This design comes from an exercise in tuning for small area, a short achievable clock period and few clock cycles per item on the open sky130 flow, not from production work.

==> try-cedar <==
// knight_blocked_lattice_path_count
module knight_blocked_lattice_path_count (
	input  logic               clk,
	input  logic               arst_n,
	input  logic               in_valid,
	output logic               in_stall,
	input  logic [COORD_W-1:0] target_x,
	input  logic [COORD_W-1:0] target_y,
	input  logic [COORD_W-1:0] knight_x,
	input  logic [COORD_W-1:0] knight_y,
	output logic               out_valid,
	input  logic               out_stall,
	output logic [COUNT_W-1:0] path_count
);
	function automatic int roww(input int y);
		case (y)
			0: roww = 1;   1: roww = 6;   2: roww = 10;  3: roww = 13;
			4: roww = 16;  5: roww = 19;  6: roww = 22;  7: roww = 24;
			8: roww = 26;  9: roww = 29;  10: roww = 31; 11: roww = 32;
			12: roww = 34; 13: roww = 36; 14: roww = 38; 15: roww = 39;
			16: roww = 41; 17: roww = 42; 18: roww = 44; 19: roww = 45;
			20: roww = 47; 21: roww = 48; 22: roww = 49; 23: roww = 50;
			24: roww = 52; 25: roww = 53; 26: roww = 54; 27: roww = 55;
			28: roww = 56; 29: roww = 57; 30: roww = 58; default: roww = 59;
		endcase
	endfunction
	function automatic int rowoff(input int y);
  ...
Settings: LEC_CHECK=0, CAP_MARGIN=20, CORE_MARGIN=2, CORE_UTILIZATION=40, CTS_CLUSTER_DIAMETER=110, CTS_CLUSTER_SIZE=24, PLACE_DENSITY=0.6, SETUP_SLACK_MARGIN=3.4, SLEW_MARGIN=20; clock period 6.0 ns.
run.sh (not shown) runs the stock make flow with config.mk's settings and CLKGATE_MAP_FILE= SYNTH_SCRIPT=/design/flow/synth_recipe.tcl, a recipe that flattens the netlist after the stock synthesis.
==> try-juniper (differences from try-cedar) <==
--- a/flow/design.v
+++ b/flow/design.v
@@ -1,17 +1,17 @@
 package klpc_pkg;
 	localparam int GRID_SIZE = 32;
 	localparam int COORD_W   = 5;
 	localparam int COUNT_W   = 59;
-	localparam int NDIG = 15;
-	localparam int KD0  = 3;
-	localparam int KD   = 4;
+	localparam int NDIG = 8;
+	localparam int KD0  = 4;
+	localparam int KD   = 8;
 	localparam int TD_W = 12;
-	localparam int NSLOT = 5;
+	localparam int NSLOT = 4;
 endpackage
 import klpc_pkg::*;
 module klpc_cell #(
 	parameter int Y  = 0,
 	parameter int W  = 1,
 	parameter int WN = 1
 ) (
 	input  logic            clk,
@@ -40,57 +40,48 @@
 	              ((cls == 2'd2) && (({1'b0, ky} == 6'(Y + 1)) || ((Y >= 1) && ({1'b0, ky} == 6'(Y - 1)))));
 	assign blk  = !copy && hit;
 	logic [((ND > 1) ? ND - 1 : 1):1] zq, bq, cy;
 	for (genvar d = 0; d < ND; d++) begin : g_dig
 		localparam int LO  = dlo(d);
 		localparam int HI  = ((dlo(d + 1) < W) ? dlo(d + 1) : W) - 1;
 		localparam int DW  = HI - LO + 1;
 		localparam int NHI = (HI < WN - 1) ? HI : WN - 1;
-		function automatic logic [DW:0] rca(input logic [DW-1:0] a, input logic [DW-1:0] b, input logic ci);
-			logic c;
-			c = ci;
-			for (int i = 0; i < DW; i++) begin
-				rca[i] = a[i] ^ b[i] ^ c;
-				c = (a[i] & b[i]) | (a[i] & c) | (b[i] & c);
-			end
-			rca[DW] = c;
-		endfunction
 		logic [DW-1:0] q, own, nbd;
 		logic [DW:0]   sum;
 		assign cnt[HI:LO] = q;
 		if (WN > LO) begin : g_nb
 			assign nbd = DW'(nb[NHI:LO]);
 		end else begin : g_nonb
 			assign nbd = '0;
 		end
 		if (d == 0) begin : g_d0
 			if (DW > 1) begin : g_w
 				assign own = {cnt[HI:1] & {(DW-1){!z}}, !copy && (t_first ? init : cnt[0])};
 			end else begin : g_n
 				assign own = !copy && (t_first ? init : cnt[0]);
 			end
-			assign sum = rca(own, nbd, 1'b0);
+			assign sum = {1'b0, own} + {1'b0, nbd};
 			always_ff @(posedge clk) begin
 				q <= blk ? '0 : sum[DW-1:0];
 			end
 			if (ND > 1) begin : g_c
 				logic c_q, z_q, b_q;
 				always_ff @(posedge clk) begin
 					c_q <= sum[DW];
 					z_q <= z;
 					b_q <= blk;
 				end
 				assign cy[1] = c_q;
 				assign zq[1] = z_q;
 				assign bq[1] = b_q;
 			end
 		end else begin : g_dn
 			assign own = cnt[HI:LO] & {DW{!zq[d]}};
-			assign sum = rca(own, nbd, cy[d]);
+			assign sum = {1'b0, own} + {1'b0, nbd} + (DW+1)'(cy[d]);
 			always_ff @(posedge clk) begin
 				q <= bq[d] ? '0 : sum[DW-1:0];
 			end
 			if (d < ND - 1) begin : g_c
 				logic c_q, z_q, b_q;
 				always_ff @(posedge clk) begin
 					c_q <= sum[DW];
 					z_q <= zq[d];
@@ -121,104 +112,90 @@
 	output logic [TD_W-1:0]    o_dat,
 	input  logic               p_first,
 	input  logic               x_first,
 	input  logic               x_last,
 	input  logic [TD_W-1:0]    x_dat,
 	input  logic [COUNT_W-1:0] res
 );
 	localparam int RING = 33;        
-	localparam int SP   = NDIG + 2;  
+	localparam int SP   = NDIG + 1;  
 	function automatic int dlo(input int d);
 		dlo = (d == 0) ? 0 : KD0 + (d - 1) * KD;
 	endfunction
-	localparam int SIW = (NSLOT > 4) ? 3 : 2;    
-	function automatic logic [SIW-1:0] inc3(input logic [SIW-1:0] v);
-		inc3 = (v == SIW'(NSLOT - 1)) ? '0 : v + SIW'(1);
+	function automatic logic [1:0] inc3(input logic [1:0] v);
+		inc3 = (v == 2'(NSLOT - 1)) ? 2'd0 : v + 2'd1;
 	endfunction
 	logic       a_v, p_v, b_v;
 	logic       a_take, p_take, b_take;
 	logic [4:0] a_tx, a_ty, a_kx, a_ky;
+	logic [4:0] p_tx, p_ty, p_kx, p_ky;
 	logic       sw;
 	logic stall_q;
 	assign in_stall = stall_q;
 	assign a_take   = in_valid && !in_stall;
 	assign p_take   = a_v && (!p_v || b_take);
-	assign sw       = target_x > target_y;
 	logic a_v_n, p_v_n;
 	assign a_v_n = a_take || (a_v && !p_take);
 	assign p_v_n = p_take || (p_v && !b_take);
 	always_ff @(posedge clk or negedge arst_n) begin
 		if (!arst_n) begin
 			a_v     <= 1'b0;
 			p_v     <= 1'b0;
 			stall_q <= 1'b0;
 		end else begin
 			a_v     <= a_v_n;
 			p_v     <= p_v_n;
 			stall_q <= a_v_n && p_v_n;
 		end
 	end
 	always_ff @(posedge clk) begin
 		if (a_take) begin
-			a_tx <= sw ? target_y : target_x;
-			a_ty <= sw ? target_x : target_y;
-			a_kx <= sw ? knight_y : knight_x;
-			a_ky <= sw ? knight_x : knight_y;
+			sw   <= target_x > target_y;
+			a_tx <= target_x;
+			a_ty <= target_y;
+			a_kx <= knight_x;
+			a_ky <= knight_y;
+		end
+		if (p_take) begin
+			p_tx <= sw ? a_ty : a_tx;
+			p_ty <= sw ? a_tx : a_ty;
+			p_kx <= sw ? a_ky : a_kx;
+			p_ky <= sw ? a_kx : a_ky;
 		end
 	end
-	logic [4:0] b0m, b0;
+	logic [4:0] b0m;
 	logic       b0none;
 	always_comb begin
 		b0m    = 5'd31;
-		b0     = 5'd0;
 		b0none = 1'b1;
-		case (a_kx)
+		case (p_kx)
 			5'd0: begin
-				if (a_ky != 5'd0) begin
-					b0m = a_ky - 5'd1;  b0 = a_ky;         b0none = 1'b0;
+				if (p_ky != 5'd0) begin
+					b0m = p_ky - 5'd1;  b0none = 1'b0;
 				end
 			end
 			5'd1: begin
-				if (a_ky >= 5'd3) begin
-					b0m = a_ky - 5'd3;  b0 = a_ky - 5'd2;  b0none = 1'b0;
+				if (p_ky >= 5'd3) begin
+					b0m = p_ky - 5'd3;  b0none = 1'b0;
 				end else begin
-					b0m = a_ky + 5'd1;  b0 = a_ky + 5'd2;  b0none = 1'b0;
+					b0m = p_ky + 5'd1;  b0none = 1'b0;
 				end
 			end
 			5'd2: begin
-				if (a_ky >= 5'd2) begin
-					b0m = a_ky - 5'd2;  b0 = a_ky - 5'd1;  b0none = 1'b0;
+				if (p_ky >= 5'd2) begin
+					b0m = p_ky - 5'd2;  b0none = 1'b0;
 				end else begin
-					b0m = a_ky;         b0 = a_ky + 5'd1;  b0none = 1'b0;
+					b0m = p_ky;         b0none = 1'b0;
 				end
 			end
 			default: begin
 			end
 		endcase
 	end
-	logic       px01;
-	assign px01 = (a_tx[4:1] == 4'd0);
-	logic       p_x0, p_lastcol;
-	logic [1:0] p_x0cls;
-	logic [4:0] p_x0ky, p_ky, p_ty, p_ff, p_rc0;
-	logic [5:0] p_dxc0;
-	always_ff @(posedge clk) begin
-		if (p_take) begin
-			p_x0      <= px01;
-			p_x0cls   <= b0none ? 2'd3 : 2'd0;
-			p_x0ky    <= b0;
-			p_ky      <= a_ky;
-			p_ty      <= a_ty;
-			p_ff      <= px01 ? 5'd0 : b0m;
-			p_dxc0    <= 6'd1 - {1'b0, a_kx};
-			p_rc0     <= px01 ? {4'd0, a_tx[0]} : a_tx - 5'd1;
-			p_lastcol <= (a_tx == 5'd0);
-		end
-	end
 	logic       b_first, b_x0, b_lastcol, b_tok0;
 	logic [1:0] b_x0cls, b_cls;
 	logic [4:0] b_ky, b_x0ky, b_ty, b_ff, b_f;
 	logic [5:0] b_dxc, b_dxc0;
 	logic [4:0] b_rc, b_rc0;
 	logic       issue;
 	logic       ring, enter_q;
 	logic [NSLOT-1:0] tmr_ok;
@@ -250,69 +227,70 @@
 			end else if (issue) begin
 				b_first <= 1'b0;
 				if (b_lastcol) b_v <= 1'b0;
 			end else if (enter_q) begin
 				b_first <= 1'b1;
 			end
 		end
 	end
+	logic px01;
+	assign px01 = (p_tx[4:1] == 4'd0);
 	always_ff @(posedge clk) begin
 		if (b_take) begin
-			b_x0      <= p_x0;
-			b_x0cls   <= p_x0cls;
-			b_x0ky    <= p_x0ky;
+			b_x0      <= px01;
+			b_x0cls   <= b0none ? 2'd3 : 2'd0;
+			b_x0ky    <= 5'(b0m + 5'd1);
 			b_ky      <= p_ky;
 			b_ty      <= p_ty;
-			b_ff      <= p_ff;
-			b_dxc     <= p_dxc0;
-			b_dxc0    <= p_dxc0;
-			b_rc      <= p_rc0;
-			b_rc0     <= p_rc0;
-			b_lastcol <= p_lastcol;
+			b_ff      <= px01 ? 5'd0 : b0m;
+			b_dxc     <= 6'd1 - {1'b0, p_kx};
+			b_dxc0    <= 6'd1 - {1'b0, p_kx};
+			b_rc      <= px01 ? {4'd0, p_tx[0]} : p_tx - 5'd1;
+			b_rc0     <= px01 ? {4'd0, p_tx[0]} : p_tx - 5'd1;
+			b_lastcol <= (p_tx == 5'd0);
 		end else if (issue) begin
 			if (!b_tok0) b_dxc <= b_dxc + 6'd1;
 			b_rc      <= b_rc - 5'd1;
 			b_lastcol <= (b_rc == 5'd1);
 		end else if (enter_q) begin
 			b_dxc     <= b_dxc0;
 			b_rc      <= b_rc0;
 			b_lastcol <= (b_rc0 == 5'd0);
 		end
 	end
 	localparam logic [1:0] S_FREE = 2'd0, S_RES = 2'd1, S_VAL = 2'd2;
 	logic [NSLOT-1:0][1:0] sst;
 	logic [NSLOT-1:0] sfree;
-	logic [SIW-1:0]   wslot, cslot, rslot;
+	logic [1:0]       wslot, cslot, rslot;
 	logic             inq, qpass, seek, hc0, kill;
 	logic [5:0]       hc, kc;
 	logic [4:0]       kn;
 	logic [5:0]       npend;
 	logic             npz, npo;
 	logic [5:0]       npend_p1, npend_m1;
 	logic             pass_q;
-	localparam int TW = $clog2(SP + 1);
-	logic [NSLOT-1:0][TW-1:0] tmr;
-	logic xf, xl, in_q, cur_pass, recirc, pass_ev, cap0, head, lastiss;
+	logic [NSLOT-1:0][3:0] tmr;
+	logic xf, xl, in_q, cur_pass, recirc, pass_ev, cap0, head, lastiss, oload;
 	for (genvar i = 0; i < NSLOT; i++) begin : g_free
 		assign sfree[i] = (sst[i] == S_FREE);
 	end
 	assign xf       = x_first && !kill;
 	assign xl       = x_last && !kill;
 	assign in_q     = xf || inq;
 	assign cur_pass = xf ? pass_q : qpass;
 	assign recirc   = in_q && !cur_pass && (ring || enter_q) && !kill;
 	assign pass_ev  = xf && pass_q;
 	assign cap0     = xl && in_q && cur_pass;
 	assign head     = seek || hc0;
 	assign lastiss  = issue && b_lastcol;
 	logic       ring_n, seek_n, hc0_n, kill_n;
 	logic [5:0] hc_n, kc_n;
 	logic [4:0] kn_n, j;
-	logic [SIW-1:0] wslot_n;
+	logic [1:0] wslot_n;
 	assign j = b_v ? (b_rc0 - b_rc) : 5'd0;
 	always_comb begin
 		wslot_n = pass_ev ? inc3(wslot) : wslot;
 		kc_n    = (kc != 6'd0) ? kc - 6'd1 : kc;
 		kn_n    = kill ? kn - 5'd1 : kn;
 		kill_n  = (kc <= 6'd1) && ((kn >= 5'd2) || ((kn == 5'd1) && !kill));
 		hc_n    = (hc != 6'd0) ? hc - 6'd1 : hc;
 		hc0_n   = (hc <= 6'd1);
@@ -386,21 +364,21 @@
 				npend_m1 <= npend_m1 - 6'd1;
 				npz      <= npo;
 				npo      <= (npend == 6'd2);
 			end
 			pass_q  <= n_head && n_free;
 			enter_q <= !ring_n && n_first && !(n_head && n_free);
 			for (int i = 0; i < NSLOT; i++) begin
 				if (lastiss && islot[i]) begin
-					tmr[i]    <= TW'(SP);
+					tmr[i]    <= 4'(SP);
 					tmr_ok[i] <= 1'b0;
-				end else if (tmr[i] != '0) begin
-					tmr[i]    <= tmr[i] - TW'(1);
-					tmr_ok[i] <= (tmr[i] == TW'(1));
+				end else if (tmr[i] != 4'd0) begin
+					tmr[i]    <= tmr[i] - 4'd1;
+					tmr_ok[i] <= (tmr[i] == 4'd1);
 				end
 			end
 			if (lastiss) islot <= {islot[NSLOT-2:0], islot[NSLOT-1]};
 		end
 	end
 	always_ff @(posedge clk or negedge arst_n) begin
 		if (!arst_n) begin
 			o_first <= 1'b0;
@@ -419,74 +397,74 @@
 	always_ff @(posedge clk) begin
 		if (recirc) begin
 			o_dat <= x_dat;
 		end else begin
 			o_dat <= {b_f, b_tok0 ? b_x0ky : b_ky, b_cls};
 		end
 	end
 	logic [NDIG-1:1]               capv;
-	logic [NDIG-1:1][SIW-1:0]      caps;
+	logic [NDIG-1:1][1:0]          caps;
 	logic [NSLOT-1:0][COUNT_W-1:0] slot;
 	always_ff @(posedge clk or negedge arst_n) begin
 		if (!arst_n) begin
 			capv  <= '0;
-			cslot <= '0;
-			wslot <= '0;
-			rslot <= '0;
+			cslot <= 2'd0;
+			wslot <= 2'd0;
+			rslot <= 2'd0;
 			sst   <= '0;
 		end else begin
 			capv[1] <= cap0;
 			for (int d = 2; d < NDIG; d++) capv[d] <= capv[d-1];
 			if (cap0) cslot <= inc3(cslot);
 			wslot <= wslot_n;
 			if (pass_ev) sst[wslot] <= S_RES;
 			if (capv[NDIG-1]) sst[caps[NDIG-1]] <= S_VAL;
-			if (hand) sst[rslot] <= S_FREE;
-			rslot <= rslot_n;
+			if (oload) begin
+				sst[rslot] <= S_FREE;
+				rslot      <= inc3(rslot);
+			end
 		end
 	end
 	always_ff @(posedge clk) begin
 		caps[1] <= cslot;
 		for (int d = 2; d < NDIG; d++) caps[d] <= caps[d-1];
 	end
 	for (genvar d = 0; d < NDIG; d++) begin : g_cap
 		localparam int LO = dlo(d);
 		localparam int HI = ((dlo(d + 1) < COUNT_W) ? dlo(d + 1) : COUNT_W) - 1;
 		logic       en;
-		logic [SIW-1:0] ci;
+		logic [1:0] ci;
 		if (d == 0) begin : g_e0
 			assign en = cap0;
 			assign ci = cslot;
 		end else begin : g_en
 			assign en = capv[d];
 			assign ci = caps[d];
 		end
 		for (genvar s = 0; s < NSLOT; s++) begin : g_s
 			logic [HI-LO:0] q;
 			always_ff @(posedge clk) begin
-				if (en && (ci == SIW'(s))) q <= res[HI:LO];
+				if (en && (ci == 2'(s))) q <= res[HI:LO];
 			end
 			assign slot[s][HI:LO] = q;
 		end
 	end
-	logic               ov_q, hand;
-	logic [SIW-1:0]     rslot_n;
+	logic               ov_q;
 	logic [COUNT_W-1:0] out_q;
-	assign hand    = ov_q && !out_stall;
-	assign rslot_n = hand ? inc3(rslot) : rslot;
+	assign oload = (sst[rslot] == S_VAL) && (!ov_q || !out_stall);
 	always_ff @(posedge clk or negedge arst_n) begin
 		if (!arst_n) begin
 			ov_q <= 1'b0;
 		end else begin
-			ov_q <= (sst[rslot_n] == S_VAL);
+			ov_q <= oload || (ov_q && out_stall);
 		end
 	end
 	always_ff @(posedge clk) begin
-		out_q <= slot[rslot_n];
+		if (oload) out_q <= slot[rslot];
 	end
 	assign out_valid  = ov_q;
 	assign path_count = out_q;
 endmodule
 import klpc_pkg::*;
 module knight_blocked_lattice_path_count (
 	input  logic               clk,
 	input  logic               arst_n,
==> flow/config.mk (replaced) <==
export PLATFORM = sky130hd
export DESIGN_NAME = knight_blocked_lattice_path_count
export DESIGN_NICKNAME = knight_blocked_lattice_path_count
export VERILOG_FILES = /design/flow/design.v
export SDC_FILE = /design/flow/constraint.sdc
export NUM_CORES = 4
export LEC_CHECK = 0
export CAP_MARGIN = 20
export CORE_MARGIN = 2
export CORE_UTILIZATION = 40
export PLACE_DENSITY = 0.6
export SETUP_SLACK_MARGIN = 3.6
export SLEW_MARGIN = 20
==> summary of the runs <==
- In critical path depth, try-cedar and try-juniper do not differ.
- Against try-juniper, the worst hold slack of try-cedar is better by 0.019 ns.
- Between try-cedar and try-juniper, the lower flip-flop and latch count is in try-juniper (gap 537).
- In try-juniper the first-iteration DRC count is higher than in try-cedar, by 11%.
No functional check of the RTL was part of any run of this note.

[afterwards: timing with drivers on the ports]
The flow's constraints put no driver on any port. The routed layouts listed below were extracted and timed again, unchanged, in two steps. Step 1: set_driving_cell puts a clkbuf_16 on clk and a buf_2 on each other input, an assumption about the parent block. Step 2 also shifts input and output timing later by t, the mid clock arrival at the registers, as if the neighbouring blocks saw the same clock. a / b / c = ideal / step 1 / step 2; a / b = the first two.
run | shift t [ns] | setup WS [ns] | hold WS [ns] | pins driven straight from the clock port
try-cedar | 0.919 | 3.398 / 3.307 / 2.590 | 0.286 / 0.231 / 0.301 | 1
try-juniper | 0.936 | 3.318 / 3.232 / 2.944 | 0.267 / 0.267 / 0.267 | 1
After both steps setup and hold are still met in every run listed. The setup slack of try-cedar, which loses most, moves by -0.091 ns with the drivers and by -0.808 ns with both steps.
